Optimization exercise on an open flow, not production practice.
RTL: at most simulated, not proved equivalent.
Power: default activity.

==> flow/design.v, too long to show whole: its modules and the start of the top module <==
// module operand_join: 71 lines
// module int_alu: 50 lines
// module mul_pipe: 1577 lines
// module result_buffer: 48 lines
// module dfu_top: 90 lines
module dfu_top (
	input  logic        clk,
	input  logic        rst,
	input  logic        a_valid,
	input  logic [4:0]  a_op,
	input  logic [31:0] a_data,
	output logic        a_ready,
	input  logic        b_valid,
	input  logic [31:0] b_data,
	output logic        b_ready,
	output logic        res_valid,
	output logic [31:0] res_data,
	input  logic        res_ready
);
  // ...
==> flow/flow/run.sh <==
#!/bin/bash
# The standard layout, with the full and half adder cells kept out of
# synthesis: the reduction tree is mapped to plain gates, which are faster.
set -euo pipefail
cat >> config.mk <<'EOC'
export DONT_USE_CELLS = sky130_fd_sc_hd__fa_1 sky130_fd_sc_hd__fa_2 sky130_fd_sc_hd__fa_4 sky130_fd_sc_hd__ha_1 sky130_fd_sc_hd__ha_2 sky130_fd_sc_hd__ha_4
EOC
bash standard.sh finish > standard.log 2>&1
==> flow/standard.sh <==
#!/bin/bash
# synth_recipe.tcl (not shown) runs the flow's synth.tcl, then flattens the netlist and writes it again
# the make line also repeats each setting of config.mk as NAME=value (left out here)
make -C /OpenROAD-flow-scripts/flow DESIGN_CONFIG=/design/flow/config.mk WORK_HOME=/design/flow/orfs CLKGATE_MAP_FILE= SYNTH_SCRIPT=/design/flow/synth_recipe.tcl "${@:-finish}"
==> flow/config.mk <==
export PLATFORM = sky130hd
export DESIGN_NAME = dfu_top
export DESIGN_NICKNAME = dfu_top
export VERILOG_FILES = /design/flow/design.v
export SDC_FILE = /design/flow/constraint.sdc
export NUM_CORES = 4
export LEC_CHECK = 0
export CAP_MARGIN = 20
export CORE_MARGIN = 2
export CORE_UTILIZATION = 40
export SETUP_SLACK_MARGIN = 4.7
export SLEW_MARGIN = 20
export SYNTH_HIERARCHICAL = 1
export DONT_USE_CELLS = sky130_fd_sc_hd__fa_1 sky130_fd_sc_hd__fa_2 sky130_fd_sc_hd__fa_4 sky130_fd_sc_hd__ha_1 sky130_fd_sc_hd__ha_2 sky130_fd_sc_hd__ha_4
==> flow/constraint.sdc <==
create_clock -name core_clock -period 9.0 [get_ports {clk}]
set_input_delay 1.8000 -clock core_clock [delete_from_list [all_inputs] [get_ports {clk}]]
set_output_delay 1.8000 -clock core_clock [all_outputs]
set_load 0.01 [all_outputs]
==> flow_metrics.tcl, run 1 <==
set metrics [dict create \
    core_sq_um 62700 \
    ys_seq_elements 186 \
    drv_slew 0 \
    clk-power_uw 745 \
    path_delay_family "simple AND/OR/NAND/NOR gates" \
    fin_crit_ns 4.43 \
    timing.critical_path.buf_inv 3 \
    setup_viol 0 \
    pin_count 109 \
    initial_core_util_pct 40.3 \
    layout_common_cells "xnor2_1, nand2_1, a22oi_1" \
    powerDensity_nw_per_um2 465 \
    p_sw_uw 6690 \
    power.internal_uw 6620 \
    multi_input_area_sq_um 18500 \
    combinationalPowerShare_pct 83.9 \
    firstDrtPassIters 6 \
    grt_max_degree 81 \
    wl_per_cell_microns 22.2 \
    use_met2_pct 40.5 \
    grt_use_total_pct 25.2 \
    yosysTopAreaCell "edfxtp_1" \
    rsz0062_at_grt "yes" \
    path_cells "buf_6 > nand3b_1 > buf_12 > nand2b_4 > nor2b_4 > buf_6" \
    wl_met3_microns 8720 \
    seq_area_share_pct 19.5 \
    htreeDepth 4 \
    worst_hold_path.num_cells 1 \
    clock-sinks 186 \
    outcome "timing/DRC/antenna clean" \
    synthArstFlopShare_pct 1.61 \
    rr_endpoint "rbuf0.s_q[1]" \
    synth_edf_count 183 \
    slowest_delay_ns 0.21 \
    syn_to_final_growth_pct 13.1 \
    p_comb_uw 11200 \
    crit_end "a_ready" \
    drt-initial-drc-count 2451 \
    grt_pass1_wl_microns 129000 \
    skew_ns 0.0133 \
    yosysMostFrequentCell "xnor2_1" \
    num-nonclk-inverters 34 \
    reg2regPathDepth 17 \
]
Testbench counts, summed over its fixed seeds: cycles 18,336, items 16,000.
==> inputs of run 2 (changes only) <==
==> flow/run.sh (new file) <==
#!/bin/bash
# synth_recipe.tcl (not shown) runs the flow's synth.tcl, then flattens the netlist and writes it again
# the make line also repeats each setting of config.mk as NAME=value (left out here)
make -C /OpenROAD-flow-scripts/flow DESIGN_CONFIG=/design/flow/config.mk WORK_HOME=/design/flow/orfs CLKGATE_MAP_FILE= SYNTH_SCRIPT=/design/flow/synth_recipe.tcl finish
--- a/flow/config.mk
+++ b/flow/config.mk
@@ -13,2 +13 @@
 export SYNTH_HIERARCHICAL = 1
-export DONT_USE_CELLS = sky130_fd_sc_hd__fa_1 sky130_fd_sc_hd__fa_2 sky130_fd_sc_hd__fa_4 sky130_fd_sc_hd__ha_1 sky130_fd_sc_hd__ha_2 sky130_fd_sc_hd__ha_4
removed: flow/flow/run.sh
removed: flow/standard.sh
==> run 2 against run 1 <==
Net effect:
- clock skew is 0.0013 ns higher
- utilization is 0.51 points higher
- first-iteration DRC count is 25% lower
- largest power group unchanged
- critical endpoint is now rbuf0.s_q[3]
- fmax is 12% lower
- still clean
==> flow_metrics.tcl, run 2 <==
set metrics [dict create \
    crit_top_cell "fa_2" \
    synth_edf_count 183 \
    drv_slew 0 \
    clock-sinks 186 \
    max_slew.worst_pin.slew_ns 1.02 \
    layout_commonest_cell "inv_1" \
    drc 0 \
    wl_per_cell_microns 23.9 \
    rsz0062_at_grt "yes" \
    fp.dieH_microns 250 \
    cts_root_buf "clkbuf_16" \
    firstDrtPassIters 8 \
    fin_area_sq_um 27700 \
    first_global_vias 20300 \
    synth_ff_type "edfxtp_1" \
    row_count 90 \
    placedCellCount 3275 \
    die_w_microns 250 \
    synth.cell_area_sq_um 24300 \
    drt-initial-drc-count 1826 \
    synthTopCellsByArea "edfxtp_1, fa_1, xnor2_1" \
    crit_slowest_cell "fa_2" \
    max_freq_ghz 0.199 \
    drive_above_1_share_pct 15.7 \
    cp-start-kind "flop" \
    synthArstFlopShare_pct 1.61 \
    register_area_sq_um 5570 \
    slowest_delay_ns 0.58 \
    wl_microns 81400 \
    period_share_pct 55.9 \
    syn_to_final_growth_pct 14.1 \
    cap_viol_max_count 0 \
    fin_cells 3409 \
    seq_area_frac_synth_pct 22.9 \
    crit_fanout 4 \
    worstSetupEndpointType "flop" \
    pin_count 109 \
    ir_worst_vdd_mv 0.550 \
    required_ns 9.22 \
    synth_nets 3013 \
    path_cells "buf_12 > buf_6 > buf_6 > a22oi_2 > xor2_2 > fa_2 > inv_2 > fa_2 > fa_2 > fa_2 > fa_2 > fa_2 > nor2_2 > xnor2_1 > nand2_1 > a31oi_1" \
    fin_crit_ns 5.03 \
    powerDensity_nw_per_um2 414 \
    via_per_inst 5.85 \
    grt_max_degree 71 \
    core_sq_um 60100 \
    holdCritPathClass "flop to flop" \
    vias 19900 \
    overflow 0 \
    antenna_found_initial 1 \
    setup_ws_ns 3.97 \
    layout_common_cells "inv_1, xnor2_1, nand2_1" \
    synth_cell_types 86 \
    post_dp_cell_area_sq_um 25700 \
    ys_seq_elements 186 \
    dpl.hpwl_microns 56700 \
    syn_inst 2597 \
    startpoint "join0.tok_one[2]" \
    cts.clk_slew.worst_paths_ns 0.07 \
    synth-warning-count 10 \
    dieArea_sq_um 62700 \
    synth_top_cell_area_share_pct 22.6 \
    final_nets 3029 \
    dp_slack_ns 2.92 \
    grt_pass1_wl_microns 122000 \
    relSlewSlack_pct 31.6 \
    final_util_pct 46.1 \
    grt_use_total_pct 26.0 \
    yosysTopAreaCell "edfxtp_1" \
    timing.critical_path.buf_inv 4 \
    yosysMostFrequentCell "inv_1" \
    final.setup.tns_ns 0 \
    nFillCells 5781 \
    p_leak_uw 0.0115 \
    critPathKind "flop to flop" \
    path_delay_family "adder cells" \
    r2r-start "join0.tok_one[2]" \
    max-clock-path-buffers 2 \
    avgSynthCellArea_sq_um 9.35 \
    setup_viol 0 \
    min_from "rbuf0.sc_valid" \
    cts_tree "built" \
    cts_made_buffers 17 \
    globalplace.congestion 0.929 \
    outcome "timing/DRC/antenna clean" \
    multi_input_area_sq_um 16700 \
    ant_nets 0 \
    initial_core_util_pct 40.4 \
    clock_latency_ns 0.50 \
    synth_common_cells "inv_1, a22oi_1, xnor2_1" \
    hold_viol 0 \
    io_buffers 108 \
    skew_ns 0.0145 \
    cp.arrival_ns 5.25 \
    htreeDepth 4 \
]
run 2: cell types whose count changed after synthesis, sizes merged, moves of 64 or more:
cell / previous run / this run
nor2: 237 / 119
fa: 0 / 189
xor2: 195 / 131
maj3: 137 / 0
xnor2: 613 / 253
a21oi: 156 / 47
ha: 0 / 153
inv: 34 / 319
run 2: layer usage:
metal,track usage (%),vias to the layer above,part of all wire [%]
li1,-,8836,-
met1,32.2,9821,39
met2,42.7,1015,47
met3,3.65,261,7.3
met4,16.6,2,6.2
met5,0,-,0.014
run 2: path summary, 6_finish.rpt:
check | cells past startpoint | slack (ns) | end
setup / recovery | 16 | 3.97 | rbuf0.s_q[3]
hold / removal | 1 | 0.47 | rbuf0.res_valid
setup reg to reg | 16 | 3.97 | rbuf0.s_q[3]
hold reg to reg | 1 | 0.47 | rbuf0.res_valid
max in group asynchronous | 2 | 7.41 | rbuf0.sc_valid
min in group asynchronous | 2 | 1.47 | join0.tok_valid
run 2: Yosys stat by module (local to each module, per instance):
module	times used	cell area (sq um)	cells inside	flops+latches
dfu_top	1	1630	251	0
int_alu	1	2950	447	0
mul_pipe	1	10700	1198	0
operand_join	1	4340	357	87
result_buffer	1	4700	344	99
run 2: report_power, final:
group	total [uW]	internal (uW)	leakage, uW	switching [uW]
logic	9380	4170	0.00917	5210
clock network	756	364	0.000272	392
registers	1330	1210	0.00207	121
run 2: cell families (layout without fill, tap and decap cells):
| family | count (synthesis) | in the layout | share of synthesized area, % |
|---|---|---|---|
| muxes | 40 | 40 | 2.33 |
| adders and majority gates | 342 | 342 | 23.5 |
| AOI/OAI and AO/OA | 598 | 598 | 18.1 |
| other | 1 | 2 | 0.0154 |
| DFF | 186 | 186 | 22.9 |
| xor gates and xnor gates | 388 | 388 | 14.3 |
| buffers and inverters | 584 | 613 | 10.6 |
| and+or+nand+nor | 458 | 458 | 8.32 |
run 2: per-stage QoR:
step	power, uW	hold WS (ns)
floorplan	9660	0.435
global placement	10100	0.458
detailed placement	10300	0.462
CTS	11400	0.478
global route	12200	0.506
finish	11500	0.475
run 2: area by class of cell:
class	instances	share of cell area, %
multi-input combinational	1827	60.4
sequential	186	20.1
timing repair buffer	261	9.60
inverter	320	4.35
tap	782	3.53
clock buffer	17	1.54
clock inverter	15	0.488
antenna	1	0.00903
run 2: timing repair:
action                     CTS  global route
pin swaps                   53            11
setup endpoints to repair   47            49
gates resized for setup    113            33
hold endpoints to repair     0             0
buffers inserted            92             5
hold buffers                 0             0
cloned                       4             0
run 2: worst reg2reg max path, cell delays in order, from the launching register on:
cell and delay, ns:
edfxtp_1 0.53, buf_12 0.21, buf_6 0.11, buf_6 0.11
a22oi_2 0.16, xor2_2 0.13, fa_2 0.58, inv_2 0.04
fa_2 0.53, fa_2 0.44, fa_2 0.55, fa_2 0.45
fa_2 0.58, nor2_2 0.05, xnor2_1 0.13, nand2_1 0.10
a31oi_1 0.08
==> module operand_join, before the edit <==
module operand_join (
	input  logic             clk,
	input  logic             rst,
	input  logic             a_valid,
	input  logic [4:0]       a_op,
	input  dfu_pkg::word_t   a_data,
	input  logic             b_valid,
	input  dfu_pkg::word_t   b_data,
	output logic             a_ready,
	output logic             b_ready,
	output logic             tok_valid,
	output dfu_pkg::alu_op_t tok_op,
	output dfu_pkg::word_t   tok_a,
	output logic [15:0]      tok_one,
	output logic [15:0]      tok_two,
	output logic [15:0]      tok_neg,
	output logic             tok_inv,
	input  logic             tok_ready
);
	logic load;
	logic take;
	logic           is_sh;
	logic           is_rsh;
	logic           inv;
	logic           big;
	dfu_pkg::word_t a_in;
	logic [15:0]    one_in;
	logic [15:0]    two_in;
	logic [15:0]    neg_in;
	assign load = ~tok_valid | tok_ready;
	assign take = a_valid & b_valid & load;
	assign a_ready = take;
	assign b_ready = take;
	assign is_rsh = (a_op == dfu_pkg::OP_LSHR) | (a_op == dfu_pkg::OP_ASHR);
	assign is_sh = is_rsh | (a_op == dfu_pkg::OP_SHL);
	assign inv = (a_op == dfu_pkg::OP_ASHR) & a_data[31];
	assign big = |b_data[31:5];
	always_comb begin
		for (int i = 0; i < 32; i++) begin
			a_in[i] = is_rsh ? (a_data[31-i] ^ inv) : a_data[i];
		end
		for (int j = 0; j < 16; j++) begin
			if (is_sh) begin
				one_in[j] = ~big & (b_data[4:0] == 5'(2*j));
				two_in[j] = ~big & (b_data[4:0] == 5'(2*j+1));
				neg_in[j] = 1'b0;
			end else begin
				one_in[j] = b_data[2*j] ^ ((j > 0) ? b_data[(2*j+31)%32] : 1'b0);
				two_in[j] = ~one_in[j] & (b_data[2*j+1] ^ b_data[2*j]);
				neg_in[j] = b_data[2*j+1];
			end
		end
	end
	always_ff @(posedge clk or posedge rst) begin
		if (rst) begin
			tok_valid <= 1'b0;
		end else if (load) begin
			tok_valid <= a_valid & b_valid;
		end
	end
	always_ff @(posedge clk) begin
		if (load) begin
			tok_op <= dfu_pkg::alu_op_t'(a_op);
			tok_a <= a_in;
			tok_one <= one_in;
			tok_two <= two_in;
			tok_neg <= neg_in;
			tok_inv <= inv;
		end
	end
endmodule
==> module int_alu, before the edit <==
module int_alu (
	input  dfu_pkg::alu_op_t tok_op,
	input  dfu_pkg::word_t   tok_a,
	input  logic [15:0]      tok_one,
	input  logic [15:0]      tok_neg,
	output dfu_pkg::word_t   alu_s,
	output dfu_pkg::word_t   alu_c,
	output logic             alu_ci
);
	dfu_pkg::word_t b;
	logic           is_add;
	logic           is_sub;
	logic           eq;
	logic           lt_u;
	logic           lt_s;
	dfu_pkg::word_t res;
	always_comb begin
		for (int j = 0; j < 16; j++) begin
			b[2*j+1] = tok_neg[j];
			b[2*j] = tok_one[j] ^ ((j > 0) ? tok_neg[(j+15)%16] : 1'b0);
		end
	end
	assign is_add = (tok_op == dfu_pkg::OP_ADD);
	assign is_sub = (tok_op == dfu_pkg::OP_SUB);
	assign eq = (tok_a == b);
	assign lt_u = (tok_a < b);
	assign lt_s = (tok_a[31] ^ b[31]) ? tok_a[31] : lt_u;
	always_comb begin
		res = '0;
		case (tok_op)
			dfu_pkg::OP_AND:  res = tok_a & b;
			dfu_pkg::OP_OR:   res = tok_a | b;
			dfu_pkg::OP_XOR:  res = tok_a ^ b;
			dfu_pkg::OP_EQ:   res[0] = eq;
			dfu_pkg::OP_NE:   res[0] = ~eq;
			dfu_pkg::OP_UGT:  res[0] = ~lt_u & ~eq;
			dfu_pkg::OP_UGE:  res[0] = ~lt_u;
			dfu_pkg::OP_ULT:  res[0] = lt_u;
			dfu_pkg::OP_ULE:  res[0] = lt_u | eq;
			dfu_pkg::OP_SGT:  res[0] = ~lt_s & ~eq;
			dfu_pkg::OP_SGE:  res[0] = ~lt_s;
			dfu_pkg::OP_SLT:  res[0] = lt_s;
			dfu_pkg::OP_SLE:  res[0] = lt_s | eq;
			default:          res = '0;
		endcase
	end
	assign alu_s = (is_add | is_sub) ? tok_a : res;
	assign alu_c = is_add ? b : (is_sub ? ~b : '0);
	assign alu_ci = is_sub;
endmodule
==> module result_buffer, before the edit <==
module result_buffer (
	input  logic           clk,
	input  logic           rst,
	input  logic           in_valid,
	input  dfu_pkg::word_t in_s,
	input  dfu_pkg::word_t in_c,
	input  logic           in_ci,
	output logic           in_ready,
	output logic           res_valid,
	output dfu_pkg::word_t res_data,
	input  logic           res_ready
);
	logic           sc_valid;
	dfu_pkg::word_t s_q;
	dfu_pkg::word_t c_q;
	logic           ci_q;
	logic           sc_ready;
	logic [32:0]    sum;
	assign sc_ready = ~res_valid | res_ready;
	assign in_ready = ~sc_valid | sc_ready;
	always_ff @(posedge clk or posedge rst) begin
		if (rst) begin
			sc_valid <= 1'b0;
		end else if (in_ready) begin
			sc_valid <= in_valid;
		end
	end
	always_ff @(posedge clk) begin
		if (in_ready) begin
			s_q <= in_s;
			c_q <= in_c;
			ci_q <= in_ci;
		end
	end
	assign sum = {s_q, 1'b1} + {c_q, ci_q};
	always_ff @(posedge clk or posedge rst) begin
		if (rst) begin
			res_valid <= 1'b0;
		end else if (sc_ready) begin
			res_valid <= sc_valid;
		end
	end
	always_ff @(posedge clk) begin
		if (sc_ready) begin
			res_data <= sum[32:1];
		end
	end
endmodule
==> module dfu_top, before the edit <==
module dfu_top (
	input  logic        clk,
	input  logic        rst,
	input  logic        a_valid,
	input  logic [4:0]  a_op,
	input  logic [31:0] a_data,
	output logic        a_ready,
	input  logic        b_valid,
	input  logic [31:0] b_data,
	output logic        b_ready,
	output logic        res_valid,
	output logic [31:0] res_data,
	input  logic        res_ready
);
	logic             tok_valid;
	dfu_pkg::alu_op_t tok_op;
	dfu_pkg::word_t   tok_a;
	logic [15:0]      tok_one;
	logic [15:0]      tok_two;
	logic [15:0]      tok_neg;
	logic             tok_inv;
	logic             tok_ready;
	dfu_pkg::word_t   alu_s;
	dfu_pkg::word_t   alu_c;
	logic             alu_ci;
	dfu_pkg::word_t   mul_s;
	dfu_pkg::word_t   mul_c;
	dfu_pkg::word_t   rsh;
	logic             use_mul;
	logic             use_rsh;
	dfu_pkg::word_t   in_s;
	dfu_pkg::word_t   in_c;
	operand_join join0 (
		.clk       (clk),
		.rst       (rst),
		.a_valid   (a_valid),
		.a_op      (a_op),
		.a_data    (a_data),
		.b_valid   (b_valid),
		.b_data    (b_data),
		.a_ready   (a_ready),
		.b_ready   (b_ready),
		.tok_valid (tok_valid),
		.tok_op    (tok_op),
		.tok_a     (tok_a),
		.tok_one   (tok_one),
		.tok_two   (tok_two),
		.tok_neg   (tok_neg),
		.tok_inv   (tok_inv),
		.tok_ready (tok_ready)
	);
	int_alu alu0 (
		.tok_op  (tok_op),
		.tok_a   (tok_a),
		.tok_one (tok_one),
		.tok_neg (tok_neg),
		.alu_s   (alu_s),
		.alu_c   (alu_c),
		.alu_ci  (alu_ci)
	);
	mul_pipe mul0 (
		.x     (tok_a),
		.b_one (tok_one),
		.b_two (tok_two),
		.b_neg (tok_neg),
		.s     (mul_s),
		.c     (mul_c)
	);
	assign use_mul = (tok_op == dfu_pkg::OP_MUL) | (tok_op == dfu_pkg::OP_SHL);
	assign use_rsh = (tok_op == dfu_pkg::OP_LSHR) | (tok_op == dfu_pkg::OP_ASHR);
	always_comb begin
		for (int i = 0; i < 32; i++) begin
			rsh[i] = (mul_s[31-i] | mul_c[31-i]) ^ tok_inv;
		end
	end
	assign in_s = use_mul ? mul_s : (use_rsh ? rsh : alu_s);
	assign in_c = use_mul ? mul_c : alu_c;
	result_buffer rbuf0 (
		.clk       (clk),
		.rst       (rst),
		.in_valid  (tok_valid),
		.in_s      (in_s),
		.in_c      (in_c),
		.in_ci     (alu_ci),
		.in_ready  (tok_ready),
		.res_valid (res_valid),
		.res_data  (res_data),
		.res_ready (res_ready)
	);
endmodule
==> inputs of run 3 (changes only) <==
--- a/flow/design.v
+++ b/flow/design.v
@@ -43,2 +43,3 @@
 	output logic             tok_inv,
+	output logic             tok_cmp,
 	input  logic             tok_ready
@@ -55,2 +56,6 @@
 	logic [15:0]    neg_in;
+	logic           eq;
+	logic           lt_u;
+	logic           lt_s;
+	logic           cmp_in;
 	assign load = ~tok_valid | tok_ready;
@@ -79,2 +84,20 @@
 	end
+	assign eq = (a_data == b_data);
+	assign lt_u = (a_data < b_data);
+	assign lt_s = (a_data[31] ^ b_data[31]) ? a_data[31] : lt_u;
+	always_comb begin
+		case (a_op)
+			dfu_pkg::OP_EQ:  cmp_in = eq;
+			dfu_pkg::OP_NE:  cmp_in = ~eq;
+			dfu_pkg::OP_UGT: cmp_in = ~lt_u & ~eq;
+			dfu_pkg::OP_UGE: cmp_in = ~lt_u;
+			dfu_pkg::OP_ULT: cmp_in = lt_u;
+			dfu_pkg::OP_ULE: cmp_in = lt_u | eq;
+			dfu_pkg::OP_SGT: cmp_in = ~lt_s & ~eq;
+			dfu_pkg::OP_SGE: cmp_in = ~lt_s;
+			dfu_pkg::OP_SLT: cmp_in = lt_s;
+			dfu_pkg::OP_SLE: cmp_in = lt_s | eq;
+			default:         cmp_in = 1'b0;
+		endcase
+	end
 	always_ff @(posedge clk or posedge rst) begin
@@ -94,2 +117,3 @@
 			tok_inv <= inv;
+			tok_cmp <= cmp_in;
 		end
@@ -102,2 +126,3 @@
 	input  logic [15:0]      tok_neg,
+	input  logic             tok_cmp,
 	output dfu_pkg::word_t   alu_s,
@@ -109,5 +134,2 @@
 	logic           is_sub;
-	logic           eq;
-	logic           lt_u;
-	logic           lt_s;
 	dfu_pkg::word_t res;
@@ -121,22 +143,8 @@
 	assign is_sub = (tok_op == dfu_pkg::OP_SUB);
-	assign eq = (tok_a == b);
-	assign lt_u = (tok_a < b);
-	assign lt_s = (tok_a[31] ^ b[31]) ? tok_a[31] : lt_u;
 	always_comb begin
-		res = '0;
 		case (tok_op)
-			dfu_pkg::OP_AND:  res = tok_a & b;
-			dfu_pkg::OP_OR:   res = tok_a | b;
-			dfu_pkg::OP_XOR:  res = tok_a ^ b;
-			dfu_pkg::OP_EQ:   res[0] = eq;
-			dfu_pkg::OP_NE:   res[0] = ~eq;
-			dfu_pkg::OP_UGT:  res[0] = ~lt_u & ~eq;
-			dfu_pkg::OP_UGE:  res[0] = ~lt_u;
-			dfu_pkg::OP_ULT:  res[0] = lt_u;
-			dfu_pkg::OP_ULE:  res[0] = lt_u | eq;
-			dfu_pkg::OP_SGT:  res[0] = ~lt_s & ~eq;
-			dfu_pkg::OP_SGE:  res[0] = ~lt_s;
-			dfu_pkg::OP_SLT:  res[0] = lt_s;
-			dfu_pkg::OP_SLE:  res[0] = lt_s | eq;
-			default:          res = '0;
+			dfu_pkg::OP_AND: res = tok_a & b;
+			dfu_pkg::OP_OR:  res = tok_a | b;
+			dfu_pkg::OP_XOR: res = tok_a ^ b;
+			default:         res = {31'h0, tok_cmp};
 		endcase
@@ -1731,2 +1739,4 @@
 	input  logic           in_ci,
+	input  logic           in_rev,
+	input  logic           in_inv,
 	output logic           in_ready,
@@ -1740,2 +1750,5 @@
 	logic           ci_q;
+	logic           rev_q;
+	logic           inv_q;
+	dfu_pkg::word_t res_d;
 	logic           sc_ready;
@@ -1756,2 +1769,4 @@
 			ci_q <= in_ci;
+			rev_q <= in_rev;
+			inv_q <= in_inv;
 		end
@@ -1759,2 +1774,7 @@
 	assign sum = {s_q, 1'b1} + {c_q, ci_q};
+	always_comb begin
+		for (int i = 0; i < 32; i++) begin
+			res_d[i] = rev_q ? (sum[32-i] ^ inv_q) : sum[i+1];
+		end
+	end
 	always_ff @(posedge clk or posedge rst) begin
@@ -1768,3 +1788,3 @@
 		if (sc_ready) begin
-			res_data <= sum[32:1];
+			res_data <= res_d;
 		end
@@ -1793,2 +1813,3 @@
 	logic             tok_inv;
+	logic             tok_cmp;
 	logic             tok_ready;
@@ -1799,3 +1820,2 @@
 	dfu_pkg::word_t   mul_c;
-	dfu_pkg::word_t   rsh;
 	logic             use_mul;
@@ -1821,2 +1841,3 @@
 		.tok_inv   (tok_inv),
+		.tok_cmp   (tok_cmp),
 		.tok_ready (tok_ready)
@@ -1828,2 +1849,3 @@
 		.tok_neg (tok_neg),
+		.tok_cmp (tok_cmp),
 		.alu_s   (alu_s),
@@ -1842,9 +1864,4 @@
 	assign use_rsh = (tok_op == dfu_pkg::OP_LSHR) | (tok_op == dfu_pkg::OP_ASHR);
-	always_comb begin
-		for (int i = 0; i < 32; i++) begin
-			rsh[i] = (mul_s[31-i] | mul_c[31-i]) ^ tok_inv;
-		end
-	end
-	assign in_s = use_mul ? mul_s : (use_rsh ? rsh : alu_s);
-	assign in_c = use_mul ? mul_c : alu_c;
+	assign in_s = (use_mul | use_rsh) ? mul_s : alu_s;
+	assign in_c = (use_mul | use_rsh) ? mul_c : alu_c;
 	result_buffer rbuf0 (
@@ -1856,2 +1873,4 @@
 		.in_ci     (alu_ci),
+		.in_rev    (use_rsh),
+		.in_inv    (tok_inv),
 		.in_ready  (tok_ready),
==> flow/flow/run.sh (new file) <==
#!/bin/bash
# The standard layout, with the full and half adder cells kept out of
# synthesis: the reduction tree is mapped to plain gates, which are faster.
set -euo pipefail
cat >> config.mk <<'EOC'
export DONT_USE_CELLS = sky130_fd_sc_hd__fa_1 sky130_fd_sc_hd__fa_2 sky130_fd_sc_hd__fa_4 sky130_fd_sc_hd__ha_1 sky130_fd_sc_hd__ha_2 sky130_fd_sc_hd__ha_4
EOC
bash standard.sh finish > standard.log 2>&1
==> flow/standard.sh (new file) <==
#!/bin/bash
# synth_recipe.tcl (not shown) runs the flow's synth.tcl, then flattens the netlist and writes it again
# the make line also repeats each setting of config.mk as NAME=value (left out here)
make -C /OpenROAD-flow-scripts/flow DESIGN_CONFIG=/design/flow/config.mk WORK_HOME=/design/flow/orfs CLKGATE_MAP_FILE= SYNTH_SCRIPT=/design/flow/synth_recipe.tcl "${@:-finish}"
--- a/flow/config.mk
+++ b/flow/config.mk
@@ -13 +13,2 @@
 export SYNTH_HIERARCHICAL = 1
+export DONT_USE_CELLS = sky130_fd_sc_hd__fa_1 sky130_fd_sc_hd__fa_2 sky130_fd_sc_hd__fa_4 sky130_fd_sc_hd__ha_1 sky130_fd_sc_hd__ha_2 sky130_fd_sc_hd__ha_4
removed: flow/run.sh
==> run 3 against run 2 <==
Net effect:
- worst setup slack improved by 0.78 ns
- die area rose by 5.6%
- first-iteration DRC count rose by 38%
- power fell by 4.7%
- clock-buffer cell count rose by 1
- cell count rose by 10%
- critical path depth fell by 11
- synthesized area rose by 5.7%
- clock skew rose by 0.0043 ns
- wire length rose by 8.4%
- synthesized cell count rose by 14%
- sequential share of layout area rose by 0.12 points
- critical endpoint is now a_ready
- highest routed layer is now met4
==> flow_metrics.tcl, run 3 <==
set metrics [dict create \
    register_area_sq_um 5660 \
    clock_latency_ns 0.47 \
    dp_slack_ns 3.83 \
    setup_viol 0 \
    cp-start-kind "primary input" \
    die_w_microns 257 \
    n_antenna_cell 0 \
    synth-warning-count 9 \
    cts_made_buffers 17 \
    rsz0062_at_grt "no" \
    cp.arrival_ns 2.45 \
    cts_root_buf "clkbuf_16" \
    max_freq_ghz 0.235 \
    vias 22600 \
    powerDensity_nw_per_um2 390 \
    synthTopCellsByArea "xnor2_1, edfxtp_1, a22oi_1" \
    wl_microns 88200 \
    final_nets 2975 \
    htreeDepth 4 \
    outcome "timing/DRC/antenna clean" \
    row_count 92 \
    grt_pass1_wl_microns 132000 \
    overflow 0 \
    clock-sinks 189 \
    relSlewSlack_pct 35.6 \
    crit_slowest_cell "nand3b_1" \
    synth.cell_area_sq_um 25700 \
    hold_viol 0 \
    yosysTopAreaCell "xnor2_1" \
    grt_use_total_pct 25.8 \
    crit_top_cell "buf_6" \
    ys_seq_elements 189 \
    core_sq_um 63200 \
    synth_top_cell_area_share_pct 23.0 \
    cts_tree "built" \
    crit_fanout 2 \
    antenna_found_initial 0 \
    avgSynthCellArea_sq_um 8.70 \
    required_ns 7.20 \
    slowest_delay_ns 0.16 \
    fin_crit_ns 4.25 \
    synth_nets 3023 \
    final.setup.tns_ns 0 \
    max_slew.worst_pin.slew_ns 0.966 \
    finalPower_uw 10900 \
    setup_ws_ns 4.75 \
    drv_slew 0 \
    layout_common_cells "xnor2_1, a22oi_1, nor2_1" \
    p_leak_uw 0.00973 \
    syn_inst 2949 \
    syn_to_final_growth_pct 9.09 \
    min_from "join0.tok_inv" \
    firstDrtPassIters 7 \
    ant_nets 0 \
    drt-initial-drc-count 2527 \
    worstSetupEndpointType "output pin" \
    synth_edf_count 186 \
    nFillCells 6070 \
    period_share_pct 47.2 \
    globalplace.congestion 0.905 \
    grt_max_degree 78 \
    synthArstFlopShare_pct 1.59 \
    critPathKind "primary input to output pin" \
    startpoint "res_ready" \
    multi_input_area_sq_um 18400 \
    initial_core_util_pct 40.6 \
    cts.clk_slew.worst_paths_ns 0.08 \
    path_cells "buf_6 > nand3b_1 > nand2b_4 > nor2b_4 > buf_6" \
    layout_commonest_cell "xnor2_1" \
    drive_above_1_share_pct 9.81 \
    synth_common_cells "xnor2_1, a22oi_1, nor2_1" \
    drc 0 \
    pin_count 109 \
    synth_ff_type "edfxtp_1" \
    io_buffers 108 \
    via_per_inst 6.02 \
    dpl.hpwl_microns 56800 \
    wl_per_cell_microns 23.5 \
    max-clock-path-buffers 2 \
    dieArea_sq_um 66200 \
    seq_area_frac_synth_pct 22.1 \
    cap_viol_max_count 0 \
    skew_ns 0.0189 \
    hold_slack_ns 0.446 \
    first_global_vias 22000 \
    synth_cell_types 99 \
    holdCritPathClass "flop to flop" \
    r2r-start "join0.tok_two[1]" \
    yosysMostFrequentCell "xnor2_1" \
    ir_worst_vdd_mv 0.307 \
    fp.dieH_microns 257 \
]
run 3: cell count changes in the layout (fill, tap and decap cells not counted), sizes merged, moves of 82 or more:
cell and delta:
fa -189, maj3 +139, nor2 +103, a21oi +82
inv -259, xnor2 +427, ha -153
run 3: metrics by stage:
step           instances  util, %  cell area, sq um
6_report            3760     44.3             28000
5_1_grt             3760     44.3             28000
4_1_cts             3727     43.7             27600
3_5_place_dp        3674     42.4             26800
3_3_place_gp        3674     42.4             26800
2_1_floorplan       2949        -             25700
run 3: Yosys stat by module, one instance, submodules excluded:
| module | flops+latches | cells |
|---|---|---|
| result_buffer | 101 | 503 |
| mul_pipe | 0 | 1578 |
| dfu_top | 0 | 76 |
| operand_join | 88 | 536 |
| int_alu | 0 | 256 |
run 3: worst paths after layout:
check	to	slack [ns]	cells past startpoint
setup / recovery	a_ready	4.75	5
hold / removal	rbuf0.inv_q	0.45	0
setup reg to reg	rbuf0.s_q[30]	4.83	12
hold reg to reg	rbuf0.inv_q	0.45	0
max in group asynchronous	rbuf0.sc_valid	7.39	2
min in group asynchronous	join0.tok_valid	1.49	2
run 3: worst max-delay path, delay by kind of cell:
kind                   cells  cell delay, ns
buffers and inverters      2            0.20
AND/OR/NAND/NOR            3            0.44
run 3: cells by family after synthesis:
logic type / share of synthesized area, %
muxes: 3.87
DFF: 22.1
and+or+nand+nor: 12.1
AOI/OAI and AO/OA: 17.9
adders and majority gates: 5.47
buffers and inverters: 6.59
other: 0.0146
xor gates and xnor gates: 31.9
run 3: cell type report:
class / instances / area share, %
multi-input combinational: 2415 / 65.7
tap: 846 / 3.78
clock inverter: 14 / 0.626
clock buffer: 18 / 1.53
sequential: 189 / 20.2
inverter: 61 / 0.818
timing repair buffer: 217 / 7.36
run 3: what timing repair did:
| item | CTS | global route |
|---|---|---|
| buffers inserted | 21 | 33 |
| cloned | 0 | 0 |
| resized for setup | 20 | 16 |
| setup endpoints to repair | 10 | 21 |
| hold buffers | 0 | 0 |
| pin swaps | 1 | 1 |
run 3: power breakdown:
group	internal [uW]	switching (uW)	leakage, uW
registers	1260	203	0.00211
logic	3900	4770	0.00734
clock network	422	385	0.000290
run 3: metal layers:
layer  wire length (microns)  up-vias  global-route usage (%)
met5                       0        -                       0
met4                    4400        0                    12.3
met3                    8200      298                    4.52
met2                   41100     1216                    43.1
met1                   34500    10900                    32.1
li1                        -    10200                       -
Testbench counts of run 3, summed over its fixed seeds: cycles 18,336, items 16,000.
==> inputs of run 4 (changes only) <==
--- a/flow/design.v
+++ b/flow/design.v
@@ -44,3 +44,4 @@
 	output logic             tok_cmp,
-	input  logic             tok_ready
+	input  logic             down_full,
+	input  logic             res_ready
 );
@@ -60,3 +61,3 @@
 	logic           cmp_in;
-	assign load = ~tok_valid | tok_ready;
+	assign load = ~(tok_valid & down_full) | res_ready;
 	assign take = a_valid & b_valid & load;
@@ -1742,2 +1743,3 @@
 	output logic           in_ready,
+	output logic           down_full,
 	output logic           res_valid,
@@ -1756,3 +1758,4 @@
 	assign sc_ready = ~res_valid | res_ready;
-	assign in_ready = ~sc_valid | sc_ready;
+	assign in_ready = ~(sc_valid & res_valid) | res_ready;
+	assign down_full = sc_valid & res_valid;
 	always_ff @(posedge clk or posedge rst) begin
@@ -1815,2 +1818,3 @@
 	logic             tok_ready;
+	logic             down_full;
 	dfu_pkg::word_t   alu_s;
@@ -1842,3 +1846,4 @@
 		.tok_cmp   (tok_cmp),
-		.tok_ready (tok_ready)
+		.down_full (down_full),
+		.res_ready (res_ready)
 	);
@@ -1876,2 +1881,3 @@
 		.in_ready  (tok_ready),
+		.down_full (down_full),
 		.res_valid (res_valid),
==> run 4 against run 3 <==
Net effect:
- still clean
- non-clock buffer count decreased by 3
- cell count unchanged
- final area about the same
- global-route usage decreased by 0.34 points
- clock-buffer cell count increased by 2
- sequential cell count unchanged
- worst setup slack improved by 0.064 ns
- clock skew increased by 0.00068 ns
- via count decreased by 0.20%
- critical endpoint is now rbuf0.s_q[30]
- largest power group unchanged
- highest routed layer unchanged
==> flow_metrics.tcl, run 4 <==
set metrics [dict create \
    timing.critical_path.buf_inv 0 \
    crit_top_cell "xnor2_1" \
    outcome "timing/DRC/antenna clean" \
    multi_input_area_sq_um 18400 \
    synth_common_cells "xnor2_1, a22oi_1, nor2_1" \
    ant_nets 0 \
    synth_ff_type "edfxtp_1" \
    synthArstFlopShare_pct 1.59 \
    required_ns 9.20 \
    avgSynthCellArea_sq_um 8.70 \
    globalplace.congestion 0.905 \
    critPathKind "flop to flop" \
    p_sw_uw 5390 \
    synth-simple-area-share_pct 12.2 \
    holdCritPathClass "flop to flop" \
    grt_max_degree 81 \
    cts.clk_slew.worst_paths_ns 0.07 \
    cts_made_buffers 17 \
    htreeDepth 4 \
    synth_mux_area_share_pct 3.87 \
    vias 22600 \
    synth-warning-count 9 \
    yosysTopAreaCell "xnor2_1" \
    ir_worst_vdd_mv 0.479 \
    worst_hold_path.num_cells 0 \
    wl_met3_microns 8100 \
    register_area_sq_um 5660 \
    fin_crit_ns 4.19 \
    nFillCells 6211 \
    power.internal_uw 5630 \
    rsz0062_at_grt "no" \
    powerDensity_nw_per_um2 393 \
    synth_top_family_by_area "XOR/XNOR gates" \
    yosysMostFrequentCell "xnor2_1" \
    cts_root_buf "clkbuf_16" \
    layout_common_cells "xnor2_1, a22oi_1, nor2_1" \
    clock-sinks 189 \
    synth_adder_area_share_pct 5.46 \
    drt-initial-drc-count 2453 \
    synth_cell_types 99 \
    hold_slack_ns 0.436 \
    ys_seq_elements 189 \
    die_w_microns 257 \
    combinationalPowerShare_pct 79.1 \
    initial_core_util_pct 40.5 \
    clock_latency_ns 0.46 \
    grt_pass1_wl_microns 131000 \
    synth_top_cell_area_share_pct 23.0 \
    path_delay_family "XOR/XNOR gates" \
    seq_area_frac_synth_pct 22.1 \
    wl_per_cell_microns 23.1 \
    clkPwrFrac_pct 7.6 \
    reg2regPathDepth 11 \
    swShare_pct 48.9 \
    crit_slowest_cell "edfxtp_1" \
    cap_viol_max_count 0 \
    post_dp_cell_area_sq_um 26800 \
    synth_compound_area_share_pct 17.9 \
    synth_nets 3024 \
    cp.depth 11 \
    overflow 0 \
    final.setup.tns_ns 0 \
    cts_tree "built" \
    via_per_inst 6.00 \
    seqPwrFrac_pct 13.3 \
    core_sq_um 63300 \
    wirelength_met1_microns 33900 \
    fin_area_sq_um 28000 \
    synth_edf_count 186 \
    slowest_delay_ns 0.97 \
    max_slew.worst_pin.slew_ns 1.04 \
    first_global_vias 22100 \
    crit_fanout 13 \
    top_layer "met4" \
    firstDrtPassIters 7 \
    synth.cell_area_sq_um 25700 \
    dieArea_sq_um 66200 \
    finalPower_uw 11000 \
    startpoint "join0.tok_two[9]" \
    postCtsHoldBufs 0 \
    p_leak_uw 0.00974 \
    synthTopCellsByArea "xnor2_1, edfxtp_1, a22oi_1" \
    pin_count 109 \
    crit_end "rbuf0.s_q[30]" \
    row_count 92 \
    relSlewSlack_pct 31.0 \
    ff2ff_setup_slack_ns 4.81 \
    io_buffers 108 \
    max_freq_ghz 0.239 \
    rr_endpoint "rbuf0.s_q[30]" \
    drc 0 \
    hold_viol 0 \
    setup_viol 0 \
    period_share_pct 46.5 \
    syn_inst 2950 \
    grt_use_total_pct 25.4 \
    dr_wl_met2_microns 39900 \
    antenna_found_initial 1 \
    skew_ns 0.0195 \
    r2r-start "join0.tok_two[9]" \
    worstSetupEndpointType "flop" \
    wl_microns 86700 \
    path_cells "a22oi_1 > xnor2_1 > xnor3_1 > xor2_1 > xnor2_1 > xnor3_2 > or2_0 > a32oi_1 > o211ai_1 > xnor2_1 > mux2_2" \
    fp.dieH_microns 257 \
    dpl.hpwl_microns 56400 \
    drv_slew 0 \
    synth_xor_area_share_pct 31.9 \
    syn_to_final_growth_pct 9.11 \
    cp-start-kind "flop" \
    drive_above_1_share_pct 9.58 \
    final_nets 2973 \
    cp.arrival_ns 4.39 \
    max-clock-path-buffers 2 \
    layout_commonest_cell "xnor2_1" \
]
-- run 4: cell count changes after synthesis, sizes merged --
cell,previous run,this run
nand3b,4,5
and2,33,34
nand2b,45,44
-- run 4: cell families after synthesis --
family,Yosys count
AOI/OAI and AO/OA,661
and+or+nand+nor,646
muxes,90
DFF,189
adders and majority gates,139
xor gates and xnor gates,879
other,1
buffers and inverters,345
-- run 4: per-stage QoR --
stage                     setup slack, ns  std cells  utilization, %
after CTS                            4.70       3741            43.8
after global routing                 4.70       3759            44.2
final                                4.81       3760            44.2
after global placement               3.77       3675            42.3
after floorplan                      2.38       2950               -
after detailed placement             3.75       3675            42.3
-- run 4: layout make-up --
| cell class | instances | area share (%) |
|---|---|---|
| Inverter | 61 | 0.817 |
| Tap cell | 846 | 3.78 |
| Timing Repair Buffer | 214 | 7.32 |
| Clock buffer | 20 | 1.56 |
| Antenna cell | 2 | 0.0179 |
| Clock inverter | 12 | 0.666 |
| Multi-Input combinational cell | 2416 | 65.6 |
| Sequential cell | 189 | 20.2 |
-- run 4: worst min-delay path by stage --
stage / slack (ns) / endpoint / from
5_1_grt: 0.44 / rbuf0.inv_q / join0.tok_inv
2_1_floorplan: 0.40 / rbuf0.inv_q / join0.tok_inv
3_5_place_dp: 0.42 / rbuf0.inv_q / join0.tok_inv
4_1_cts: 0.43 / rbuf0.inv_q / join0.tok_inv
3_3_place_gp: 0.42 / rbuf0.inv_q / join0.tok_inv
6_report: 0.44 / rbuf0.inv_q / join0.tok_inv
-- run 4: per-layer routing --
metal	track usage [%]	vias up
met5	0	-
met4	14.0	0
met3	5.07	294
met2	41.8	1208
met1	31.2	10800
li1	-	10200
-- run 4: repair_timing --
item	4_1_cts	5_1_grt
setup buffers	34	17
setup endpoints to repair	22	12
resized for setup	20	13
pin swaps	1	1
-- run 4: Yosys stat by module (local to each module, per instance) --
module | cells | cell area [sq um]
int_alu | 256 | 1590
operand_join | 536 | 5350
mul_pipe | 1578 | 11900
result_buffer | 504 | 5950
dfu_top | 76 | 853
-- run 4: power groups by stage --
stage / registers (uW) / logic [uW] / clock network [uW]
finish: 1460 / 8710 / 839
global route: 1490 / 9320 / 883
CTS: 1470 / 8510 / 849
detailed placement: 1520 / 8410 / 0
global placement: 1510 / 8240 / 0
floorplan: 1430 / 8090 / 0
Testbench counts of run 4, summed over its fixed seeds: cycles 18,336, items 16,000.
==> inputs of run 5 (changes only) <==
--- a/flow/config.mk
+++ b/flow/config.mk
@@ -10,3 +10,3 @@
 export CORE_UTILIZATION = 40
-export SETUP_SLACK_MARGIN = 4.7
+export SETUP_SLACK_MARGIN = 5.0
 export SLEW_MARGIN = 20
==> run 5 against run 4 <==
Net effect:
- still clean on timing, DRC and antenna
- sequential share of layout area decreased by 0.41 points
- global-route usage increased by 0.27 points
- first-iteration DRC count decreased by 6.4%
- worst hold slack improved by 0.0013 ns
- largest power group unchanged
- highest routed layer unchanged
==> flow_metrics.tcl, run 5 <==
set metrics [dict create \
    grt_pass1_wl_microns 132000 \
    holdCritPathClass "flop to flop" \
    vias 22800 \
    slowest_delay_ns 0.19 \
    cts_tree "built" \
    dieArea_sq_um 66200 \
    fin_area_sq_um 28600 \
    antenna_found_initial 1 \
    max_freq_ghz 0.240 \
    cp-start-kind "primary input" \
    overflow 0 \
    worstSetupEndpointType "output pin" \
    synth_nets 3024 \
    synth.cell_area_sq_um 25700 \
    core_sq_um 63300 \
    setup_viol 0 \
    drt-initial-drc-count 2297 \
    critPathKind "primary input to output pin" \
    crit_slowest_cell "nand3b_1" \
    postCtsHoldBufs 0 \
    grt_max_degree 81 \
    synthArstFlopShare_pct 1.59 \
    path_cells "buf_6 > nand3b_1 > nor2b_4 > buf_6" \
    ant_nets 0 \
    drc 0 \
    rsz0062_at_grt "yes" \
    io_buffers 108 \
    avgSynthCellArea_sq_um 8.70 \
    crit_top_cell "buf_6" \
    setup_ws_ns 4.84 \
    finalPower_uw 11200 \
    cts_root_buf "clkbuf_16" \
    synth_top_cell_area_share_pct 23.0 \
    crit_fanout 2 \
    drive_above_1_share_pct 11.6 \
    synth_ff_type "edfxtp_1" \
    layout_commonest_cell "xnor2_1" \
    synth-warning-count 9 \
    hold_viol 0 \
    via_per_inst 6.00 \
    swShare_pct 48.6 \
    ys_seq_elements 189 \
    seq_area_frac_synth_pct 22.1 \
    htreeDepth 4 \
    power.internal_uw 5770 \
    hold_slack_ns 0.438 \
    p_leak_uw 0.0100 \
    wl_per_cell_microns 23.1 \
    relSlewSlack_pct 31.1 \
    cp.arrival_ns 2.36 \
    yosysMostFrequentCell "xnor2_1" \
    wl_microns 87800 \
    final.setup.tns_ns 0 \
    dp_slack_ns 3.75 \
    synth_cell_types 99 \
    synth_edf_count 186 \
    die_w_microns 257 \
    grt_use_total_pct 25.7 \
    cts_made_buffers 17 \
    seqPwrFrac_pct 12.9 \
    powerDensity_nw_per_um2 393 \
    initial_core_util_pct 40.5 \
    skew_ns 0.0154 \
    clkPwrFrac_pct 7.5 \
    dpl.hpwl_microns 56400 \
    syn_inst 2950 \
    outcome "timing/DRC/antenna clean" \
    combinationalPowerShare_pct 79.6 \
    path_delay_family "simple AND/OR/NAND/NOR gates" \
    syn_to_final_growth_pct 11.4 \
    synthTopCellsByArea "xnor2_1, edfxtp_1, a22oi_1" \
    post_dp_cell_area_sq_um 26800 \
    firstDrtPassIters 6 \
    period_share_pct 46.2 \
    cap_viol_max_count 0 \
    drv_slew 0 \
    row_count 92 \
    final_nets 3010 \
    fin_crit_ns 4.16 \
    synth_common_cells "xnor2_1, a22oi_1, nor2_1" \
    clock-sinks 189 \
    pin_count 109 \
    cts.clk_slew.worst_paths_ns 0.07 \
    required_ns 7.20 \
    timing.critical_path.buf_inv 2 \
    yosysTopAreaCell "xnor2_1" \
    ir_worst_vdd_mv 0.480 \
    p_sw_uw 5460 \
    max-clock-path-buffers 2 \
    globalplace.congestion 0.905 \
    clock_latency_ns 0.46 \
    fp.dieH_microns 257 \
    first_global_vias 22200 \
    max_slew.worst_pin.slew_ns 1.03 \
    layout_common_cells "xnor2_1, a22oi_1, nor2_1" \
]
-- run 5: routing by layer --
layer / vias to the layer above / global-route usage (%) / part of all wire [%]
met2: 1244 / 42.3 / 46
met5: - / 0 / 0
met1: 10900 / 31.8 / 39
li1: 10300 / - / -
met4: 0 / 13.7 / 5.6
met3: 310 / 5.02 / 8.9
-- run 5: power by group through the flow --
stage	combinational [uW]	clock, uW	sequential, uW
floorplan	8090	0	1430
global placement	8240	0	1510
detailed placement	8410	0	1520
CTS	8690	849	1460
global route	9550	883	1480
finish	8940	841	1450
-- run 5: layout make-up --
type / count / area [sq um]
Fill cell: 6139 / 34700
Clock buffer: 20 / 437
Antenna cell: 1 / 2.50
Tap cell: 846 / 1060
Clock inverter: 12 / 186
Multi-Input combinational cell: 2416 / 18500
Sequential cell: 189 / 5660
Timing Repair Buffer: 251 / 2480
Inverter: 61 / 229
-- run 5: path summary, 6_finish.rpt --
check,start,to,slack [ns],cells past startpoint
max in group asynchronous,rst,rbuf0.res_valid,7.38,2
setup / recovery,res_ready,a_ready,4.84,4
hold / removal,join0.tok_inv,rbuf0.inv_q,0.44,0
setup reg to reg,join0.tok_a[28],rbuf0.s_q[31],5.01,12
min in group asynchronous,rst,join0.tok_valid,1.50,2
hold reg to reg,join0.tok_inv,rbuf0.inv_q,0.44,0
-- run 5: cells by family after synthesis --
logic type                 Yosys count  synth area share (%)
and+or+nand+nor                    646                  12.2
xor gates and xnor gates           879                  31.9
DFF                                189                  22.1
buffers and inverters              345                  6.59
AOI/OAI and AO/OA                  661                  17.9
other                                1                0.0146
muxes                               90                  3.87
adders and majority gates          139                  5.46
-- run 5: stage by stage --
stage / cells / util, %
6_report: 3796 / 45.2
3_3_place_gp: 3675 / 42.3
4_1_cts: 3775 / 44.5
2_1_floorplan: 2950 / -
5_1_grt: 3796 / 45.2
3_5_place_dp: 3675 / 42.3
-- run 5: modules after synthesis (local to each module, per instance) --
module / copies in the design / cells
result_buffer: 1 / 504
operand_join: 1 / 536
dfu_top: 1 / 76
mul_pipe: 1 / 1578
int_alu: 1 / 256
-- run 5: repair_timing --
item                                    in CTS  in global routing
endpoints found under the setup margin      61                 64
gates resized for setup                     43                 52
pin swaps                                    3                 15
setup buffers                               68                 20
==> inputs of run 6 (changes only) <==
--- a/flow/config.mk
+++ b/flow/config.mk
@@ -9,3 +9,3 @@
 export CORE_MARGIN = 2
-export CORE_UTILIZATION = 40
+export CORE_UTILIZATION = 55
 export SETUP_SLACK_MARGIN = 5.0
==> run 6 against run 5 <==
Net effect:
- power rose by 7.9%
- final area increased by 2.1%
- sequential share of layout area fell by 0.41 points
- global-route usage increased by 11 points
- largest power group unchanged
- critical path depth unchanged
- non-clock buffer count increased by 54
- wire length is 4.5% higher
==> flow_metrics.tcl, run 6 <==
set metrics [dict create \
    clock_latency_ns 0.45 \
    crit_slowest_cell "nand3b_1" \
    avgSynthCellArea_sq_um 8.70 \
    worstSetupEndpointType "output pin" \
    syn_inst 2950 \
    io_buffers 108 \
    slowest_delay_ns 0.17 \
    clock-sinks 189 \
    yosysMostFrequentCell "xnor2_1" \
    cap_viol_max_count 0 \
    crit_fanout 3 \
    p_leak_uw 0.0105 \
    firstDrtPassIters 6 \
    seq_area_frac_synth_pct 22.1 \
    synth_nets 3024 \
    layout_commonest_cell "xnor2_1" \
    overflow 0 \
    max_slew.worst_pin.slew_ns 1.03 \
    globalplace.congestion 0.905 \
    powerDensity_nw_per_um2 415 \
    initial_core_util_pct 55.4 \
    cts_root_buf "clkbuf_16" \
    htreeDepth 4 \
    fin_area_sq_um 29200 \
    drc 0 \
    synth_edf_count 186 \
    hold_viol 0 \
    n_antenna_cell 0 \
    via_per_inst 6.42 \
    ir_worst_vdd_mv 1.50 \
    final_nets 3065 \
    wl_per_cell_microns 25.4 \
    layout_common_cells "xnor2_1, a22oi_1, nor2_1" \
    dpl.hpwl_microns 58400 \
    wl_microns 91700 \
    synth_ff_type "edfxtp_1" \
    r2r-start "join0.tok_two[0]" \
    power.internal_uw 6210 \
    critPathKind "primary input to output pin" \
    timing.critical_path.buf_inv 2 \
    required_ns 7.20 \
    holdCritPathClass "flop to flop" \
    core_sq_um 46400 \
    syn_to_final_growth_pct 13.8 \
    synth_top_cell_area_share_pct 23.0 \
    drt-initial-drc-count 2648 \
    period_share_pct 45.9 \
    skew_ns 0.0131 \
    grt_pass1_wl_microns 133000 \
    grt_max_degree 80 \
    relSlewSlack_pct 31.7 \
    post_dp_cell_area_sq_um 26500 \
    setup_viol 0 \
    first_global_vias 22200 \
    crit_top_cell "buf_6" \
    placedCellCount 3437 \
    outcome "timing/DRC/antenna clean" \
    max_freq_ghz 0.242 \
    nFillCells 3984 \
    yosysTopAreaCell "xnor2_1" \
    cp.arrival_ns 2.33 \
    drive_above_1_share_pct 15.0 \
    drv_slew 0 \
    swShare_pct 48.8 \
    antenna_found_initial 1 \
    die_w_microns 220 \
    cp-start-kind "primary input" \
    grt_use_total_pct 36.8 \
    path_delay_family "simple AND/OR/NAND/NOR gates" \
    seqPwrFrac_pct 12.0 \
    cts.clk_slew.worst_paths_ns 0.08 \
    synth-warning-count 9 \
    min_from "join0.tok_inv" \
    p_sw_uw 5920 \
    row_count 79 \
    synthArstFlopShare_pct 1.59 \
    synth_cell_types 99 \
    startpoint "res_ready" \
    synthTopCellsByArea "xnor2_1, edfxtp_1, a22oi_1" \
    synth.cell_area_sq_um 25700 \
    cts_tree "built" \
    clkPwrFrac_pct 6.8 \
    max-clock-path-buffers 2 \
    ant_nets 0 \
    synth_common_cells "xnor2_1, a22oi_1, nor2_1" \
    dieArea_sq_um 48400 \
    fin_cells 3611 \
    cts_made_buffers 17 \
    combinationalPowerShare_pct 81.2 \
    vias 23200 \
    rsz0062_at_grt "yes" \
    final.setup.tns_ns 0 \
    pin_count 109 \
    ys_seq_elements 189 \
    fp.dieH_microns 220 \
    path_cells "buf_6 > nand3b_1 > nor2b_4 > buf_6" \
    final_util_pct 63.0 \
    fin_crit_ns 4.13 \
]
[run 6: layout make-up]
type / count / area, sq um / area share (%)
inverter: 61 / 229 / 0.784
clock buffer: 17 / 425 / 1.46
timing repair buffer: 305 / 3090 / 10.6
multi-input combinational: 2417 / 18800 / 64.4
clock inverter: 15 / 216 / 0.741
sequential: 189 / 5660 / 19.4
tap: 607 / 759 / 2.60
[run 6: metrics by stage]
step	power [uW]	hold slack, ns	setup WS [ns]
after detailed placement	10000	0.406	3.70
after CTS	11500	0.422	4.86
final	12100	0.423	4.87
after floorplan	9520	0.400	2.38
after global placement	9870	0.404	3.69
after global routing	12800	0.425	4.78
[run 6: power groups by stage]
stage | registers, uW | clock network (uW) | logic, uW
floorplan | 1430 | 0 | 8090
global placement | 1530 | 0 | 8340
detailed placement | 1540 | 0 | 8510
CTS | 1460 | 834 | 9230
global route | 1480 | 865 | 10400
finish | 1460 | 822 | 9840
[run 6: what timing repair did]
item,in CTS,in global routing
setup buffers,83,49
gates cloned,2,8
gates resized for setup,91,94
pin swaps,28,51
hold buffers,0,0
endpoints found under the setup margin,63,35
[run 6: Yosys stat by module, one instance, submodules excluded]
| module | copies in the design | flip-flops and latches | area (sq um) | cells inside |
|---|---|---|---|---|
| int_alu | 1 | 0 | 1590 | 256 |
| dfu_top | 1 | 0 | 853 | 76 |
| operand_join | 1 | 88 | 5350 | 536 |
| result_buffer | 1 | 101 | 5950 | 504 |
| mul_pipe | 1 | 0 | 11900 | 1578 |
[run 6: layer usage]
metal	vias up	wire, microns	global-route usage [%]
met5	-	11	0
met4	2	5870	18.4
met3	379	9090	7.78
met2	1279	42900	62.0
met1	11100	33900	44.2
li1	10400	-	-
[run 6: kinds of logic after synthesis]
logic type / count (synthesis) / share of synthesized area (%)
other: 1 / 0.0146
AOI/OAI and AO/OA: 661 / 17.9
buffers and inverters: 345 / 6.59
and+or+nand+nor: 646 / 12.2
adders and majority gates: 139 / 5.46
muxes: 90 / 3.87
xor gates and xnor gates: 879 / 31.9
DFF: 189 / 22.1
[run 6: path summary, 6_finish.rpt]
| path | slack (ns) | to | cells past startpoint |
|---|---|---|---|
| worst min-delay path | 0.42 | rbuf0.inv_q | 0 |
| worst max register to register | 4.90 | rbuf0.s_q[30] | 13 |
| min in group asynchronous | 1.52 | join0.tok_valid | 2 |
| max in group asynchronous | 7.35 | rbuf0.sc_valid | 2 |
| worst max-delay path | 4.87 | a_ready | 4 |
| worst min register to register | 0.42 | rbuf0.inv_q | 0 |
==> inputs of run 7 (changes only) <==
--- a/flow/design.v
+++ b/flow/design.v
@@ -43,3 +43,2 @@
 	output logic             tok_inv,
-	output logic             tok_cmp,
 	input  logic             down_full,
@@ -57,8 +56,10 @@
 	logic [15:0]    neg_in;
-	logic           eq;
-	logic           lt_u;
-	logic           lt_s;
-	logic           cmp_in;
-	assign load = ~(tok_valid & down_full) | res_ready;
-	assign take = a_valid & b_valid & load;
+	join_ready rdy0 (
+		.a_valid   (a_valid),
+		.b_valid   (b_valid),
+		.all_full  (tok_valid & down_full),
+		.res_ready (res_ready),
+		.load      (load),
+		.take      (take)
+	);
 	assign a_ready = take;
@@ -85,20 +86,2 @@
 	end
-	assign eq = (a_data == b_data);
-	assign lt_u = (a_data < b_data);
-	assign lt_s = (a_data[31] ^ b_data[31]) ? a_data[31] : lt_u;
-	always_comb begin
-		case (a_op)
-			dfu_pkg::OP_EQ:  cmp_in = eq;
-			dfu_pkg::OP_NE:  cmp_in = ~eq;
-			dfu_pkg::OP_UGT: cmp_in = ~lt_u & ~eq;
-			dfu_pkg::OP_UGE: cmp_in = ~lt_u;
-			dfu_pkg::OP_ULT: cmp_in = lt_u;
-			dfu_pkg::OP_ULE: cmp_in = lt_u | eq;
-			dfu_pkg::OP_SGT: cmp_in = ~lt_s & ~eq;
-			dfu_pkg::OP_SGE: cmp_in = ~lt_s;
-			dfu_pkg::OP_SLT: cmp_in = lt_s;
-			dfu_pkg::OP_SLE: cmp_in = lt_s | eq;
-			default:         cmp_in = 1'b0;
-		endcase
-	end
 	always_ff @(posedge clk or posedge rst) begin
@@ -118,3 +101,2 @@
 			tok_inv <= inv;
-			tok_cmp <= cmp_in;
 		end
@@ -122,2 +104,13 @@
 endmodule
+module join_ready (
+	input  logic a_valid,
+	input  logic b_valid,
+	input  logic all_full,
+	input  logic res_ready,
+	output logic load,
+	output logic take
+);
+	assign load = ~all_full | res_ready;
+	assign take = a_valid & b_valid & (~all_full | res_ready);
+endmodule
 module int_alu (
@@ -127,3 +120,2 @@
 	input  logic [15:0]      tok_neg,
-	input  logic             tok_cmp,
 	output dfu_pkg::word_t   alu_s,
@@ -135,2 +127,3 @@
 	logic           is_sub;
+	logic           is_cmp;
 	dfu_pkg::word_t res;
@@ -144,2 +137,3 @@
 	assign is_sub = (tok_op == dfu_pkg::OP_SUB);
+	assign is_cmp = (tok_op >= dfu_pkg::OP_EQ) & (tok_op <= dfu_pkg::OP_SLE);
 	always_comb begin
@@ -149,8 +143,8 @@
 			dfu_pkg::OP_XOR: res = tok_a ^ b;
-			default:         res = {31'h0, tok_cmp};
+			default:         res = '0;
 		endcase
 	end
-	assign alu_s = (is_add | is_sub) ? tok_a : res;
-	assign alu_c = is_add ? b : (is_sub ? ~b : '0);
-	assign alu_ci = is_sub;
+	assign alu_s = (is_add | is_sub | is_cmp) ? tok_a : res;
+	assign alu_c = is_add ? b : ((is_sub | is_cmp) ? ~b : '0);
+	assign alu_ci = is_sub | is_cmp;
 endmodule
@@ -1740,3 +1734,3 @@
 	input  logic           in_ci,
-	input  logic           in_rev,
+	input  dfu_pkg::alu_op_t in_op,
 	input  logic           in_inv,
@@ -1752,3 +1746,11 @@
 	logic           ci_q;
-	logic           rev_q;
+	dfu_pkg::alu_op_t op_q;
+	logic           rev;
+	logic           cout;
+	logic           x31;
+	logic           y31;
+	logic           eq;
+	logic           lt_u;
+	logic           lt_s;
+	logic           cmp;
 	logic           inv_q;
@@ -1756,3 +1758,4 @@
 	logic           sc_ready;
-	logic [32:0]    sum;
+	logic [33:0]    full;
+	dfu_pkg::word_t sum;
 	assign sc_ready = ~res_valid | res_ready;
@@ -1772,3 +1775,3 @@
 			ci_q <= in_ci;
-			rev_q <= in_rev;
+			op_q <= in_op;
 			inv_q <= in_inv;
@@ -1776,6 +1779,33 @@
 	end
-	assign sum = {s_q, 1'b1} + {c_q, ci_q};
+	assign full = {1'b0, s_q, 1'b1} + {1'b0, c_q, ci_q};
+	assign sum = full[32:1];
+	assign cout = full[33];
+	assign x31 = s_q[31];
+	assign y31 = ~c_q[31];
+	assign eq = (sum == '0);
+	assign lt_u = ~cout;
+	assign lt_s = (x31 ^ y31) ? x31 : lt_u;
 	always_comb begin
-		for (int i = 0; i < 32; i++) begin
-			res_d[i] = rev_q ? (sum[32-i] ^ inv_q) : sum[i+1];
+		case (op_q)
+			dfu_pkg::OP_EQ:  cmp = eq;
+			dfu_pkg::OP_NE:  cmp = ~eq;
+			dfu_pkg::OP_UGT: cmp = ~lt_u & ~eq;
+			dfu_pkg::OP_UGE: cmp = ~lt_u;
+			dfu_pkg::OP_ULT: cmp = lt_u;
+			dfu_pkg::OP_ULE: cmp = lt_u | eq;
+			dfu_pkg::OP_SGT: cmp = ~lt_s & ~eq;
+			dfu_pkg::OP_SGE: cmp = ~lt_s;
+			dfu_pkg::OP_SLT: cmp = lt_s;
+			dfu_pkg::OP_SLE: cmp = lt_s | eq;
+			default:         cmp = 1'b0;
+		endcase
+	end
+	assign rev = (op_q == dfu_pkg::OP_LSHR) | (op_q == dfu_pkg::OP_ASHR);
+	always_comb begin
+		if ((op_q >= dfu_pkg::OP_EQ) & (op_q <= dfu_pkg::OP_SLE)) begin
+			res_d = {31'h0, cmp};
+		end else begin
+			for (int i = 0; i < 32; i++) begin
+				res_d[i] = rev ? (sum[31-i] ^ inv_q) : sum[i];
+			end
 		end
@@ -1816,3 +1846,2 @@
 	logic             tok_inv;
-	logic             tok_cmp;
 	logic             tok_ready;
@@ -1845,3 +1874,2 @@
 		.tok_inv   (tok_inv),
-		.tok_cmp   (tok_cmp),
 		.down_full (down_full),
@@ -1854,3 +1882,2 @@
 		.tok_neg (tok_neg),
-		.tok_cmp (tok_cmp),
 		.alu_s   (alu_s),
@@ -1878,3 +1905,3 @@
 		.in_ci     (alu_ci),
-		.in_rev    (use_rsh),
+		.in_op     (tok_op),
 		.in_inv    (tok_inv),
--- a/flow/config.mk
+++ b/flow/config.mk
@@ -9,3 +9,3 @@
 export CORE_MARGIN = 2
-export CORE_UTILIZATION = 55
+export CORE_UTILIZATION = 40
 export SETUP_SLACK_MARGIN = 5.0
==> run 7 against run 6 <==
Net effect:
- still clean
- clock power fell by 9.7%
- synthesized cell count is 1.2% higher
- combinational power fell by 7.7%
- die area increased by 35%
- global-route usage decreased by 11 points
- utilization fell by 19 points
- worst hold slack better by 0.0011 ns
- final area down 4.2%
- critical path type unchanged
- largest power group unchanged
- highest routed layer unchanged
==> flow_metrics.tcl, run 7 <==
set metrics [dict create \
    yosysTopAreaCell "edfxtp_1" \
    synth_cell_types 105 \
    initial_core_util_pct 40.3 \
    synthArstFlopShare_pct 1.56 \
    wl_per_cell_microns 23.0 \
    fin_crit_ns 4.11 \
    drv_slew 0 \
    setup_ws_ns 4.89 \
    avgSynthCellArea_sq_um 8.50 \
    io_buffers 108 \
    outcome "timing/DRC/antenna clean" \
    drt-initial-drc-count 2487 \
    fp.dieH_microns 256 \
    hold_viol 0 \
    layout_common_cells "xnor2_1, a22oi_1, nand2_1" \
    dieArea_sq_um 65500 \
    synth_ff_type "edfxtp_1" \
    synth_top_cell_area_share_pct 22.3 \
    yosysMostFrequentCell "xnor2_1" \
    worstSetupEndpointType "output pin" \
    cp-start-kind "primary input" \
    ir_worst_vdd_mv 0.317 \
    grt_max_degree 81 \
    first_global_vias 22500 \
    final_nets 3009 \
    postCtsHoldBufs 0 \
    holdCritPathClass "flop to flop" \
    layout_commonest_cell "xnor2_1" \
    placedCellCount 3702 \
    seq_area_frac_synth_pct 22.6 \
    final.setup.tns_ns 0 \
    htreeDepth 4 \
    syn_to_final_growth_pct 10.2 \
    syn_inst 2986 \
    antenna_found_initial 1 \
    post_dp_cell_area_sq_um 26500 \
    row_count 92 \
    synth-warning-count 9 \
    grt_use_total_pct 25.9 \
    period_share_pct 45.7 \
    globalplace.congestion 0.893 \
    dp_slack_ns 3.97 \
    cts_made_buffers 17 \
    max_freq_ghz 0.243 \
    skew_ns 0.0155 \
    cp.arrival_ns 2.31 \
    synth_nets 3060 \
    cap_viol_max_count 0 \
    fin_area_sq_um 28000 \
    synth.cell_area_sq_um 25400 \
    critPathKind "primary input to output pin" \
    cts_root_buf "clkbuf_16" \
    die_w_microns 256 \
    cts_tree "built" \
    crit_fanout 3 \
    hold_slack_ns 0.424 \
    drive_above_1_share_pct 10.4 \
    drc 0 \
    synth_common_cells "xnor2_1, a22oi_1, nand2_1" \
    cts.clk_slew.worst_paths_ns 0.08 \
    max-clock-path-buffers 2 \
    nFillCells 6104 \
    ff2ff_setup_slack_ns 5.03 \
    ys_seq_elements 192 \
    setup_viol 0 \
    p_leak_uw 0.00974 \
    max_slew.worst_pin.slew_ns 1.11 \
    dpl.hpwl_microns 56200 \
    rsz0062_at_grt "yes" \
    clock_latency_ns 0.46 \
    wl_microns 87300 \
    synthTopCellsByArea "edfxtp_1, xnor2_1, a22oi_1" \
    required_ns 7.20 \
    ant_nets 0 \
    synth_edf_count 189 \
    vias 22800 \
    pin_count 109 \
    clock-sinks 192 \
    relSlewSlack_pct 25.9 \
    powerDensity_nw_per_um2 409 \
    core_sq_um 63000 \
    grt_pass1_wl_microns 132000 \
    fin_cells 3795 \
    overflow 0 \
    via_per_inst 6.01 \
    firstDrtPassIters 6 \
]
[run 7: cell count changes in the layout (fill, tap and decap cells not counted), moves of 16 or more]
cell	before	now
xnor2_1	647	564
buf_4	141	73
nand2_1	160	228
o21ai_0	53	111
xor2_1	159	198
a211oi_1	5	33
nand4_1	30	5
o211ai_1	38	15
a21oi_1	126	148
nand2b_1	42	21
o31ai_1	4	24
nand3_1	38	21
o21ai_1	26	9
a21o_1	25	9
[run 7: modules after synthesis (local to each module, per instance)]
module         cells  copies in the design
int_alu          268                     1
operand_join     379                     1
mul_pipe        1578                     1
join_ready         2                     1
dfu_top           74                     1
result_buffer    685                     1
[run 7: what timing repair did]
action | in CTS | in global routing
setup endpoints to repair | 23 | 25
pin swaps | 3 | 11
gates resized for setup | 50 | 54
buffers inserted | 45 | 15
[run 7: power breakdown]
| group | switching, uW | internal (uW) |
|---|---|---|
| clock | 354 | 388 |
| sequential | 299 | 1320 |
| combinational | 4850 | 4230 |
[run 7: metrics by stage]
step                      total power, uW  util (%)
after global placement              10000      42.0
after floorplan                     10000         -
after detailed placement            10300      42.0
after global routing                12300      44.4
final                               11400      44.5
after CTS                           11200      43.9
[run 7: final cells by class]
class / instances / area [sq um] / share of cell area [%]
diodes: 1 / 2.50 / 0.00894
clock buffers: 19 / 433 / 1.55
clock inverters: 13 / 126 / 0.451
inverters: 53 / 199 / 0.711
multi-input cells: 2447 / 18200 / 64.9
flip-flops and latches: 192 / 5750 / 20.5
well taps: 846 / 1060 / 3.78
repair buffers: 224 / 2250 / 8.04
[run 7: path summary, 6_finish.rpt]
path,from,cells past startpoint,end
max in group asynchronous,rst,2,rbuf0.sc_valid
worst min-delay path,join0.tok_inv,0,rbuf0.inv_q
worst max-delay path,res_ready,4,a_ready
worst min register to register,join0.tok_inv,0,rbuf0.inv_q
min in group asynchronous,rst,2,join0.tok_valid
worst max register to register,join0.tok_one[4],12,rbuf0.s_q[30]
[run 7: kinds of logic (layout without fill, tap and decap cells)]
logic type,Yosys count,count (layout),synth area share (%)
buffers and inverters,347,309,6.84
AOI/OAI and AO/OA,767,767,20.3
xor gates and xnor gates,815,815,29.7
and+or+nand+nor,670,670,12.5
adders and majority gates,124,124,4.92
other,1,2,0.0148
DFF,192,192,22.6
muxes,70,70,3.08
[run 7: worst max-delay path, cell delays in order]
cell	delay, ns
buf_6	0.10
nand2b_4	0.13
and3_4	0.17
buf_6	0.11
[run 7: metal layers]
layer | share of wire (%) | up-vias | GRT usage, %
li1 | - | 10500 | -
met1 | 39 | 10800 | 31.6
met2 | 46 | 1257 | 42.2
met3 | 9.9 | 312 | 6.64
met4 | 4.5 | 2 | 13.0
met5 | 0.015 | - | 0
Testbench counts of run 7, summed over its fixed seeds: cycles 18,336, items 16,000.
